From an optimization exercise on the open Yosys and OpenROAD flow, aimed at small area; shortcuts taken in it are not production practice.
Only simulation tests tie the RTL to the original design; equivalence was not proved.
No driver is modelled on the clock port, so clock power and skew are understated where the tree is cut down; a real chip needs a root buffer or a tree.
No activity file was given, so power comes from the tool's default toggle rates.

## run A
==> flow/design.v <==
package cpu16_pkg;
    localparam int WORD_W    = 16;
    localparam int NUM_REGS  = 8;
    localparam int NUM_LANES = 2;
    localparam int MEM_WORDS = 256;
    localparam int LANE_W    = (NUM_LANES > 1) ? $clog2(NUM_LANES) : 1;
    localparam int REGVAL_W  = NUM_REGS * WORD_W;
    localparam int ISSUE_W   = 16 + 2 * WORD_W + 2;
    localparam int RESULT_W  = 16 + 2 + 2 * WORD_W;
    localparam int RETIRE_W  = 16 + 1 + WORD_W;
    typedef logic [WORD_W-1:0]   word_t;
    typedef logic [15:0]         instr_t;
    typedef logic [2:0]          reg_idx_t;
    typedef logic [7:0]          mem_addr_t;
    typedef logic [LANE_W-1:0]   lane_idx_t;
    typedef logic [REGVAL_W-1:0] regval_t;
    typedef enum logic [3:0] {
        OP_ADD = 4'h0,
        OP_SUB = 4'h1,
        OP_AND = 4'h2,
        OP_OR  = 4'h3,
        OP_XOR = 4'h4,
        OP_SHL = 4'h5,
        OP_LDI = 4'h6,
        OP_LD  = 4'h7,
        OP_NOP = 4'hf
    } opcode_t;
    typedef struct packed {
        instr_t instr;
        word_t  a;
        word_t  b;
        logic   iswb;
        logic   isld;
    } issue_t;
    typedef struct packed {
        instr_t instr;
        logic   iswb;
        logic   isld;
        word_t  aluresult;
        word_t  ldresult;
    } lane_result_t;
    typedef struct packed {
        instr_t instr;
        logic   written;
        word_t  result;
    } retire_t;
    typedef struct packed {
        logic     valid;
        reg_idx_t idx;
        word_t    value;
    } commit_t;
endpackage
`timescale 1ns/100ps
module cpu16_backend
(
    input  logic         clk,
    input  logic         reset,
    input  logic         in_valid,
    output logic         in_ready,
    input  logic [15:0]  in_instr,
    output logic         retire_valid,
    input  logic         retire_ready,
    output logic [32:0]  retire,
    output logic [127:0] regval
);
    logic [127:0] rf;      
    logic [15:0] ins;      
    logic [15:0] acc;      
    logic [1:0]  ph;       
    logic [3:0]  cnt;      
    logic        c;        
    logic        wb;       
    wire [3:0]  op     = ins[15:12];
    wire        nop    = op[3];
    wire [2:0]  rd     = ins[10:8];
    wire        is_sub = (op[2:0] == 3'd1);
    wire        is_log = (op[2:1] == 2'd1) || (op[2:0] == 3'd4);
    wire        is_shl = (op[2:0] == 3'd5);
    wire        is_ldi = (op[2:0] == 3'd6);
    wire        is_ld  = (op[2:0] == 3'd7);
    wire [2:0]  sel  = (ph == 2'd1) ? ins[7:5] : ins[4:2];
    logic [15:0] rv;
    always_comb begin
        case (sel)
            3'd0: rv = rf[15:0];
            3'd1: rv = rf[31:16];
            3'd2: rv = rf[47:32];
            3'd3: rv = rf[63:48];
            3'd4: rv = rf[79:64];
            3'd5: rv = rf[95:80];
            3'd6: rv = rf[111:96];
            default: rv = rf[127:112];
        endcase
    end
    wire        rbit = rv[cnt];
    wire [3:0]  k    = rv[3:0];
    wire        ibit = ins[cnt[2:0]];
    wire        last  = (cnt == 4'd15);
    wire        kend  = (cnt == ~k);
    wire        bop  = is_ld ? (ibit && cnt < 4'd5) : rbit;
    wire        bx   = bop ^ is_sub;
    wire        a0   = acc[0];
    wire        sum  = a0 ^ bx ^ c;
    wire        cry  = (a0 & bx) | (a0 & c) | (bx & c);
    wire        is_ao = (op[2:1] == 2'd1);
    logic nb;      
    logic cn;      
    logic fin;     
    always_comb begin
        nb  = 1'b0;
        cn  = c;
        fin = 1'b0;
        case (ph)
            2'd1: begin
                if (nop)
                    nb = 1'b0;
                else if (is_ldi)
                    nb = ibit && !cnt[3];
                else
                    nb = rbit;
                fin = last && (nop || is_ldi);
                cn  = is_sub || (op[2:0] == 3'd3);
            end
            2'd2: begin
                if (is_shl) begin
                    nb = a0 && !c;
                    cn = c || kend;
                end else begin
                    nb = is_ao ? cry : sum;
                    if (!is_log)
                        cn = last ? (acc[8:5] == 4'd0) : cry;
                end
                fin = last && !is_shl && !is_ld;
            end
            default: begin
                if (is_shl) begin
                    nb  = a0;
                    fin = kend;
                end else begin
                    nb  = c && (cnt[3:2] == 2'd0 ? a0 :
                                cnt[3:2] == 2'd1 ? acc[12] : (cnt == 4'd12));
                    fin = last;
                end
            end
        endcase
    end
    wire [15:0] accn = {nb, acc[15:1]};
    assign in_ready = (ph == 2'd0) && !wb && !retire_valid;
    assign retire   = {ins, !nop, acc};
    always_ff @(posedge clk) begin
        if (reset) begin
            ph           <= 2'd0;
            wb           <= 1'b0;
            retire_valid <= 1'b0;
        end else begin
            if (ph == 2'd0) begin
                if (in_valid && in_ready)
                    ph <= 2'd1;
            end else if (fin) begin
                ph <= 2'd0;
            end else if (last) begin
                ph <= ph + 2'd1;
            end
            wb <= ph != 2'd0 && fin;
            if (wb)
                retire_valid <= 1'b1;
            else if (retire_ready)
                retire_valid <= 1'b0;
        end
    end
    always_ff @(posedge clk) begin
        if (in_valid && in_ready)
            ins <= in_instr;
    end
    always_ff @(posedge clk) begin
        if (ph == 2'd0)
            cnt <= 4'd0;
        else
            cnt <= cnt + 4'd1;
        c <= cn;
        if (ph != 2'd0)
            acc <= accn;
    end
    wire        wr = wb && !nop;
    wire [15:0] wd = acc & {16{!reset}};
    always_ff @(posedge clk) begin
        for (int i = 0; i < 8; i++) begin
            if (reset || (wr && rd == 3'(i)))
                rf[i*16 +: 16] <= wd;
        end
    end
    assign regval = rf;
endmodule
export LEC_CHECK = 0
export CAP_MARGIN = 20
export CORE_MARGIN = 2
export CORE_UTILIZATION = 60
export PLACE_DENSITY = 0.75
export SLEW_MARGIN = 20
create_clock -name core_clock -period 5.0 [get_ports {clk}]
standard.sh (not shown) runs the stock make flow with config.mk's settings and CLKGATE_MAP_FILE= SYNTH_SCRIPT=/design/flow/synth_recipe.tcl, a recipe that flattens the netlist after the stock synthesis.
==> flow/flow/run.sh <==
#!/bin/bash
# Own layout flow: the standard ORFS flow (standard.sh) with these changes:
#  - synthesis runs flow/synth.tcl, which is synth_recipe.tcl with the final ABC
#    mapping done by the area-oriented script flow/area.abc (no delay target);
#    registers are untouched, so they match the standard synthesis;
#  - every port still gets its own buffer, but a buf_1 rather than the default cell;
#  - the clock tree is built by flow/manual_cts.tcl (run as ORFS's PRE_CTS_TCL
#    hook): one root clock buffer driving leaf clock buffers, each driving a
#    compact cluster of at most about 17 flip-flops (more leaves if the
#    estimated clock-pin slew exceeds 110 ps); ORFS's own
#    clock_tree_synthesis is skipped, the rest of its CTS step runs as usual.
# Each tool's output goes to ORFS's own logs under orfs/logs; make's to flow.log.
set -euo pipefail
W=$PWD
export AREA_ABC_SCRIPT=$W/flow/area.abc
export BUFFER_PORTS_ARGS="-buffer_cell sky130_fd_sc_hd__buf_1"
export PRE_CTS_TCL=$W/flow/manual_cts.tcl
export MCTS_SINKS=17
export MCTS_MAX_SLEW=0.110
export MCTS_LEAF_CELL=sky130_fd_sc_hd__clkbuf_8
export MCTS_ROOT_CELL=sky130_fd_sc_hd__clkbuf_8
sed "s|SYNTH_SCRIPT=[^ ]*|SYNTH_SCRIPT=$W/flow/synth.tcl|" standard.sh > own_standard.sh
bash own_standard.sh finish > flow.log 2>&1
==> flow/flow/area.abc <==
strash
&get -n
&st
&dch -f
&nf -a -R 1000
&put
strash
&get -n
&st
&dch -f
&nf -a -R 1000
&put
topo
==> flow/flow/manual_cts.tcl <==
# Manual clock tree, run before ORFS's CTS step (PRE_CTS_TCL): the clock port
# drives one root clock buffer, which drives leaf clock buffers; each leaf
# drives a cluster of at most about MCTS_SINKS flip-flops, clustered by
# position (k-means with balanced cluster sizes).
# ORFS's clock_tree_synthesis is then skipped; the rest of its CTS step
# (legalisation, timing repair) runs as usual.
proc mcts_build {want} {
  set block [ord::get_db_block]
  set db [ord::get_db]
  set leafm [$db findMaster $::env(MCTS_LEAF_CELL)]
  set rootm [$db findMaster $::env(MCTS_ROOT_CELL)]
  set clk [[$block findBTerm clk] getNet]
  $clk setSigType CLOCK
  set sinks {}
  set xs {}
  set ys {}
  foreach it [$clk getITerms] {
    set inst [$it getInst]
    set box [$inst getBBox]
    lappend sinks $it
    lappend xs [expr {([$box xMin] + [$box xMax]) / 2.0}]
    lappend ys [expr {([$box yMin] + [$box yMax]) / 2.0}]
  }
  set n [llength $sinks]
  set nleaf $want
  set cap [expr {($n + $nleaf - 1) / $nleaf}]
  # k-means, seeded with points spread along the sorted x order
  set order [lsort -real -indices $xs]
  set cx {}
  set cy {}
  for {set k 0} {$k < $nleaf} {incr k} {
    set i [lindex $order [expr {int(($k + 0.5) * $n / $nleaf)}]]
    lappend cx [lindex $xs $i]
    lappend cy [lindex $ys $i]
  }
  set asg [lrepeat $n 0]
  for {set iter 0} {$iter < 30} {incr iter} {
    # assign each sink to the nearest leaf that still has room, taking the
    # sink-leaf pairs from the closest one up
    set pairs {}
    for {set i 0} {$i < $n} {incr i} {
      for {set k 0} {$k < $nleaf} {incr k} {
        set dx [expr {[lindex $xs $i] - [lindex $cx $k]}]
        set dy [expr {[lindex $ys $i] - [lindex $cy $k]}]
        lappend pairs [list [expr {$dx * $dx + $dy * $dy}] $i $k]
      }
    }
    set room [lrepeat $nleaf $cap]
    set done [lrepeat $n 0]
    foreach p [lsort -real -index 0 $pairs] {
      lassign $p d i k
      if {[lindex $done $i] || [lindex $room $k] == 0} { continue }
      lset asg $i $k
      lset done $i 1
      lset room $k [expr {[lindex $room $k] - 1}]
    }
    set sx [lrepeat $nleaf 0.0]
    set sy [lrepeat $nleaf 0.0]
    set sc [lrepeat $nleaf 0]
    for {set i 0} {$i < $n} {incr i} {
      set k [lindex $asg $i]
      lset sx $k [expr {[lindex $sx $k] + [lindex $xs $i]}]
      lset sy $k [expr {[lindex $sy $k] + [lindex $ys $i]}]
      lset sc $k [expr {[lindex $sc $k] + 1}]
    }
    for {set k 0} {$k < $nleaf} {incr k} {
      if {[lindex $sc $k] > 0} {
        lset cx $k [expr {[lindex $sx $k] / [lindex $sc $k]}]
        lset cy $k [expr {[lindex $sy $k] / [lindex $sc $k]}]
      }
    }
  }
  # root buffer at the centre of the leaves
  set rx 0.0
  set ry 0.0
  for {set k 0} {$k < $nleaf} {incr k} {
    set rx [expr {$rx + [lindex $cx $k] / $nleaf}]
    set ry [expr {$ry + [lindex $cy $k] / $nleaf}]
  }
  set root [odb::dbInst_create $block $rootm clkbuf_mcts_root]
  $root setLocation [expr {int($rx)}] [expr {int($ry)}]
  $root setPlacementStatus PLACED
  set rootnet [odb::dbNet_create $block clknet_mcts_root]
  $rootnet setSigType CLOCK
  [$root findITerm A] connect $clk
  [$root findITerm X] connect $rootnet
  for {set k 0} {$k < $nleaf} {incr k} {
    set leaf [odb::dbInst_create $block $leafm clkbuf_mcts_leaf_$k]
    $leaf setLocation [expr {int([lindex $cx $k])}] [expr {int([lindex $cy $k])}]
    $leaf setPlacementStatus PLACED
    set net [odb::dbNet_create $block clknet_mcts_leaf_$k]
    $net setSigType CLOCK
    [$leaf findITerm A] connect $rootnet
    [$leaf findITerm X] connect $net
    set cnt 0
    for {set i 0} {$i < $n} {incr i} {
      if {[lindex $asg $i] == $k} {
        set it [lindex $sinks $i]
        $it disconnect
        $it connect $net
        incr cnt
      }
    }
    puts "mcts: leaf $k drives $cnt sinks"
  }
  puts "mcts: $n sinks, $nleaf leaves"
}
# worst slew at a flip-flop clock pin, from placement parasitics
proc mcts_worst_slew {} {
  set_propagated_clock [all_clocks]
  estimate_parasitics -placement
  set worst 0
  foreach pin [get_pins -hierarchical */CLK] {
    set s [get_property $pin slew_max]
    if {$s > $worst} { set worst $s }
  }
  return $worst
}
# take the tree apart again: sinks back on the clock net, buffers removed
proc mcts_undo {} {
  set block [ord::get_db_block]
  set clk [[$block findBTerm clk] getNet]
  foreach inst [$block getInsts] {
    if {![string match clkbuf_mcts_* [$inst getName]]} { continue }
    set out [[$inst findITerm X] getNet]
    if {[string match clkbuf_mcts_leaf_* [$inst getName]]} {
      foreach it [$out getITerms] {
        if {[$it getInst] ne $inst} { $it disconnect; $it connect $clk }
      }
    }
  }
  foreach inst [$block getInsts] {
    if {[string match clkbuf_mcts_* [$inst getName]]} {
      set out [[$inst findITerm X] getNet]
      odb::dbInst_destroy $inst
      odb::dbNet_destroy $out
    }
  }
}
# start from the leaf count that keeps clusters within MCTS_SINKS sinks and
# add leaves while the estimated clock-pin slew exceeds MCTS_MAX_SLEW (ns)
set mcts_n [llength [[[[ord::get_db_block] findBTerm clk] getNet] getITerms]]
set mcts_k [expr {($mcts_n + $::env(MCTS_SINKS) - 1) / $::env(MCTS_SINKS)}]
while {1} {
  mcts_build $mcts_k
  set mcts_s [mcts_worst_slew]
  puts "mcts: $mcts_k leaves, worst clock-pin slew estimate $mcts_s"
  if {$mcts_s <= $::env(MCTS_MAX_SLEW) || $mcts_k >= 40} { break }
  mcts_undo
  incr mcts_k
}
# the tree is built: skip ORFS's own clock tree synthesis
rename clock_tree_synthesis orfs_clock_tree_synthesis
proc clock_tree_synthesis {args} {
  puts "clock_tree_synthesis skipped: manual clock tree"
  set_propagated_clock [all_clocks]
}
Other scripts of this flow, unchanged in this note and not shown: flow/flow/synth.tcl
Run A reached the end of the flow, and the finished layout is clean on the timing, DRC and antenna checks.
Inputs modified between run A and run B:
--- a/flow/flow/run.sh
+++ b/flow/flow/run.sh
@@ -8,4 +8,3 @@
 #    hook): one root clock buffer driving leaf clock buffers, each driving a
-#    compact cluster of at most about 17 flip-flops (more leaves if the
-#    estimated clock-pin slew exceeds 110 ps); ORFS's own
+#    compact cluster of at most about 17 flip-flops; ORFS's own
 #    clock_tree_synthesis is skipped, the rest of its CTS step runs as usual.
@@ -16,5 +15,5 @@
 export BUFFER_PORTS_ARGS="-buffer_cell sky130_fd_sc_hd__buf_1"
+export GPL_KEEP_OVERFLOW=0
 export PRE_CTS_TCL=$W/flow/manual_cts.tcl
 export MCTS_SINKS=17
-export MCTS_MAX_SLEW=0.110
 export MCTS_LEAF_CELL=sky130_fd_sc_hd__clkbuf_8
==> flow/flow/area.abc <==
strash
&get -n
&st
&dch -f
&nf -a -R 1000
&put
topo
--- a/flow/flow/manual_cts.tcl
+++ b/flow/flow/manual_cts.tcl
@@ -6,3 +6,3 @@
 # (legalisation, timing repair) runs as usual.
-proc mcts_build {want} {
+proc mcts_build {} {
   set block [ord::get_db_block]
@@ -24,3 +24,3 @@
   set n [llength $sinks]
-  set nleaf $want
+  set nleaf [expr {($n + $::env(MCTS_SINKS) - 1) / $::env(MCTS_SINKS)}]
   set cap [expr {($n + $nleaf - 1) / $nleaf}]
@@ -107,46 +107,3 @@
 }
-# worst slew at a flip-flop clock pin, from placement parasitics
-proc mcts_worst_slew {} {
-  set_propagated_clock [all_clocks]
-  estimate_parasitics -placement
-  set worst 0
-  foreach pin [get_pins -hierarchical */CLK] {
-    set s [get_property $pin slew_max]
-    if {$s > $worst} { set worst $s }
-  }
-  return $worst
-}
-# take the tree apart again: sinks back on the clock net, buffers removed
-proc mcts_undo {} {
-  set block [ord::get_db_block]
-  set clk [[$block findBTerm clk] getNet]
-  foreach inst [$block getInsts] {
-    if {![string match clkbuf_mcts_* [$inst getName]]} { continue }
-    set out [[$inst findITerm X] getNet]
-    if {[string match clkbuf_mcts_leaf_* [$inst getName]]} {
-      foreach it [$out getITerms] {
-        if {[$it getInst] ne $inst} { $it disconnect; $it connect $clk }
-      }
-    }
-  }
-  foreach inst [$block getInsts] {
-    if {[string match clkbuf_mcts_* [$inst getName]]} {
-      set out [[$inst findITerm X] getNet]
-      odb::dbInst_destroy $inst
-      odb::dbNet_destroy $out
-    }
-  }
-}
-# start from the leaf count that keeps clusters within MCTS_SINKS sinks and
-# add leaves while the estimated clock-pin slew exceeds MCTS_MAX_SLEW (ns)
-set mcts_n [llength [[[[ord::get_db_block] findBTerm clk] getNet] getITerms]]
-set mcts_k [expr {($mcts_n + $::env(MCTS_SINKS) - 1) / $::env(MCTS_SINKS)}]
-while {1} {
-  mcts_build $mcts_k
-  set mcts_s [mcts_worst_slew]
-  puts "mcts: $mcts_k leaves, worst clock-pin slew estimate $mcts_s"
-  if {$mcts_s <= $::env(MCTS_MAX_SLEW) || $mcts_k >= 40} { break }
-  mcts_undo
-  incr mcts_k
-}
+mcts_build
 # the tree is built: skip ORFS's own clock tree synthesis
Results
Delta (run B minus run A): number of unique standard cell types used by synthesis rose by 1, wire length rose by 540 um, total core area rose by about 0.44%.
Run B vs run A — placed cell count dropped 16.
Comparing run A with run B, the sequential power came out essentially unchanged.
Compared with run A, in run B via-per-instance ratio neither gained nor lost much, switching power picked up an extra 5.6%, average cell area after synthesis neither gained nor lost much, die area neither gained nor lost much.
The x dimension of the die was comparable across run A and run B.
Compare run A and run B | register share of the cell area lower: run B
Edits applied to the flow inputs when going from run B to run C:
--- a/flow/flow/run.sh
+++ b/flow/flow/run.sh
@@ -8,3 +8,4 @@
 #    hook): one root clock buffer driving leaf clock buffers, each driving a
-#    compact cluster of at most about 17 flip-flops; ORFS's own
+#    compact cluster of at most about 17 flip-flops (more leaves if the
+#    estimated clock-pin slew exceeds 110 ps); ORFS's own
 #    clock_tree_synthesis is skipped, the rest of its CTS step runs as usual.
@@ -15,5 +16,5 @@
 export BUFFER_PORTS_ARGS="-buffer_cell sky130_fd_sc_hd__buf_1"
-export GPL_KEEP_OVERFLOW=0
 export PRE_CTS_TCL=$W/flow/manual_cts.tcl
 export MCTS_SINKS=17
+export MCTS_MAX_SLEW=0.110
 export MCTS_LEAF_CELL=sky130_fd_sc_hd__clkbuf_8
--- a/flow/flow/manual_cts.tcl
+++ b/flow/flow/manual_cts.tcl
@@ -6,3 +6,3 @@
 # (legalisation, timing repair) runs as usual.
-proc mcts_build {} {
+proc mcts_build {want} {
   set block [ord::get_db_block]
@@ -24,3 +24,3 @@
   set n [llength $sinks]
-  set nleaf [expr {($n + $::env(MCTS_SINKS) - 1) / $::env(MCTS_SINKS)}]
+  set nleaf $want
   set cap [expr {($n + $nleaf - 1) / $nleaf}]
@@ -107,3 +107,46 @@
 }
-mcts_build
+# worst slew at a flip-flop clock pin, from placement parasitics
+proc mcts_worst_slew {} {
+  set_propagated_clock [all_clocks]
+  estimate_parasitics -placement
+  set worst 0
+  foreach pin [get_pins -hierarchical */CLK] {
+    set s [get_property $pin slew_max]
+    if {$s > $worst} { set worst $s }
+  }
+  return $worst
+}
+# take the tree apart again: sinks back on the clock net, buffers removed
+proc mcts_undo {} {
+  set block [ord::get_db_block]
+  set clk [[$block findBTerm clk] getNet]
+  foreach inst [$block getInsts] {
+    if {![string match clkbuf_mcts_* [$inst getName]]} { continue }
+    set out [[$inst findITerm X] getNet]
+    if {[string match clkbuf_mcts_leaf_* [$inst getName]]} {
+      foreach it [$out getITerms] {
+        if {[$it getInst] ne $inst} { $it disconnect; $it connect $clk }
+      }
+    }
+  }
+  foreach inst [$block getInsts] {
+    if {[string match clkbuf_mcts_* [$inst getName]]} {
+      set out [[$inst findITerm X] getNet]
+      odb::dbInst_destroy $inst
+      odb::dbNet_destroy $out
+    }
+  }
+}
+# start from the leaf count that keeps clusters within MCTS_SINKS sinks and
+# add leaves while the estimated clock-pin slew exceeds MCTS_MAX_SLEW (ns)
+set mcts_n [llength [[[[ord::get_db_block] findBTerm clk] getNet] getITerms]]
+set mcts_k [expr {($mcts_n + $::env(MCTS_SINKS) - 1) / $::env(MCTS_SINKS)}]
+while {1} {
+  mcts_build $mcts_k
+  set mcts_s [mcts_worst_slew]
+  puts "mcts: $mcts_k leaves, worst clock-pin slew estimate $mcts_s"
+  if {$mcts_s <= $::env(MCTS_MAX_SLEW) || $mcts_k >= 40} { break }
+  mcts_undo
+  incr mcts_k
+}
 # the tree is built: skip ORFS's own clock tree synthesis
==> summary.txt <==
- Share of power burned in combinational logic (run C over run B): decrease, 2.0 points
- Going from run B to run C, the total detailed-routing wirelength was found to have gone down by about 3%.
- Run C vs run B, power in combinational cells went down by about 9%.
- Diff run B and run C: minimum clock period lower in run C
- Re final worst-path cycle share: run C is 5.5 points down on run B.
- Area overhead of the layout relative to synthesis, run B and run C: higher on run B
- On run C: final worst setup slack is 270 ps higher than what run B gave.
- Relative to run B, the post-DP HPWL measured on run C has decreased slightly.
> inputs changed (run C -> run D)
- a change of CORE_UTILIZATION from 60 to 50
- a change of PLACE_DENSITY from 0.75 to 0.7
--- a/flow/flow/run.sh
+++ b/flow/flow/run.sh
@@ -8,4 +8,3 @@
 #    hook): one root clock buffer driving leaf clock buffers, each driving a
-#    compact cluster of at most about 17 flip-flops (more leaves if the
-#    estimated clock-pin slew exceeds 110 ps); ORFS's own
+#    compact cluster of at most about 17 flip-flops; ORFS's own
 #    clock_tree_synthesis is skipped, the rest of its CTS step runs as usual.
@@ -18,3 +17,2 @@
 export MCTS_SINKS=17
-export MCTS_MAX_SLEW=0.110
 export MCTS_LEAF_CELL=sky130_fd_sc_hd__clkbuf_8
--- a/flow/flow/manual_cts.tcl
+++ b/flow/flow/manual_cts.tcl
@@ -6,3 +6,3 @@
 # (legalisation, timing repair) runs as usual.
-proc mcts_build {want} {
+proc mcts_build {} {
   set block [ord::get_db_block]
@@ -24,3 +24,3 @@
   set n [llength $sinks]
-  set nleaf $want
+  set nleaf [expr {($n + $::env(MCTS_SINKS) - 1) / $::env(MCTS_SINKS)}]
   set cap [expr {($n + $nleaf - 1) / $nleaf}]
@@ -107,46 +107,3 @@
 }
-# worst slew at a flip-flop clock pin, from placement parasitics
-proc mcts_worst_slew {} {
-  set_propagated_clock [all_clocks]
-  estimate_parasitics -placement
-  set worst 0
-  foreach pin [get_pins -hierarchical */CLK] {
-    set s [get_property $pin slew_max]
-    if {$s > $worst} { set worst $s }
-  }
-  return $worst
-}
-# take the tree apart again: sinks back on the clock net, buffers removed
-proc mcts_undo {} {
-  set block [ord::get_db_block]
-  set clk [[$block findBTerm clk] getNet]
-  foreach inst [$block getInsts] {
-    if {![string match clkbuf_mcts_* [$inst getName]]} { continue }
-    set out [[$inst findITerm X] getNet]
-    if {[string match clkbuf_mcts_leaf_* [$inst getName]]} {
-      foreach it [$out getITerms] {
-        if {[$it getInst] ne $inst} { $it disconnect; $it connect $clk }
-      }
-    }
-  }
-  foreach inst [$block getInsts] {
-    if {[string match clkbuf_mcts_* [$inst getName]]} {
-      set out [[$inst findITerm X] getNet]
-      odb::dbInst_destroy $inst
-      odb::dbNet_destroy $out
-    }
-  }
-}
-# start from the leaf count that keeps clusters within MCTS_SINKS sinks and
-# add leaves while the estimated clock-pin slew exceeds MCTS_MAX_SLEW (ns)
-set mcts_n [llength [[[[ord::get_db_block] findBTerm clk] getNet] getITerms]]
-set mcts_k [expr {($mcts_n + $::env(MCTS_SINKS) - 1) / $::env(MCTS_SINKS)}]
-while {1} {
-  mcts_build $mcts_k
-  set mcts_s [mcts_worst_slew]
-  puts "mcts: $mcts_k leaves, worst clock-pin slew estimate $mcts_s"
-  if {$mcts_s <= $::env(MCTS_MAX_SLEW) || $mcts_k >= 40} { break }
-  mcts_undo
-  incr mcts_k
-}
+mcts_build
 # the tree is built: skip ORFS's own clock tree synthesis
Findings:
Compared with run C, run D shows worst stage delay on the critical path higher by 40 ps. Run D vs run C, wire length of the first global-routing pass went up by 4.3%. Going from run C to run D, the die area was enlarged. Diff run C -> run D: initial antenna violation count now sits at about the same level, via count of the first global-routing pass now sits lower, switching power of the nets now sits higher, number of synthesized flops with an enable pin now sits at about the same level.
#### Input delta (run E over run D)
- PLACE_DENSITY: 0.7 -> 0.75
- CORE_UTILIZATION: 50 -> 60
==> summary.txt <==
Area of all placed cells without fillers, run D and run E: higher on run D. As of run E, routed via count divided by cell count had risen by a few percent compared to run D. Relative to run D, final non-filler cell total has decreased by 32 in run E. Re logic depth of the worst setup path including buffers: no difference whatsoever between run D and run E. Compared to run D, run E has met1 layer usage reported by global route 6.9 points higher. Die extent in x: run E vs run D down 8.4%.
No run of this note takes its clock network from TritonCTS; it comes from the design's own scripts or RTL.

-- port drivers added, routing unchanged --
The results above use ideal ports. As a check the final layouts listed here were re-extracted and re-timed, cells and wires unchanged. Step 1 assumes that a clkbuf_16 drives the clock port and a buf_2 every other input. Step 2 times the ports against the registers' clock, not the clock port: input delays grow and output delays shrink by t, the midpoint of the rising clock arrivals with the driver on. a / b / c = no drivers / after step 1 / after step 2; a / b = the first two.
run	shift t [ns]	setup WS [ns]	slew at the worst register clock pin (ns)
run A	0.457	0.557 / 0.557 / 0.557	0.10 / 0.10
run B	0.474	0.257 / 0.257 / 0.257	0.12 / 0.12
run C	0.457	0.531 / 0.531 / 0.531	0.10 / 0.10
run D	0.456	0.396 / 0.396 / 0.396	0.11 / 0.11
run E	0.457	0.531 / 0.531 / 0.531	0.10 / 0.10
After both steps setup and hold are still met in every run listed.
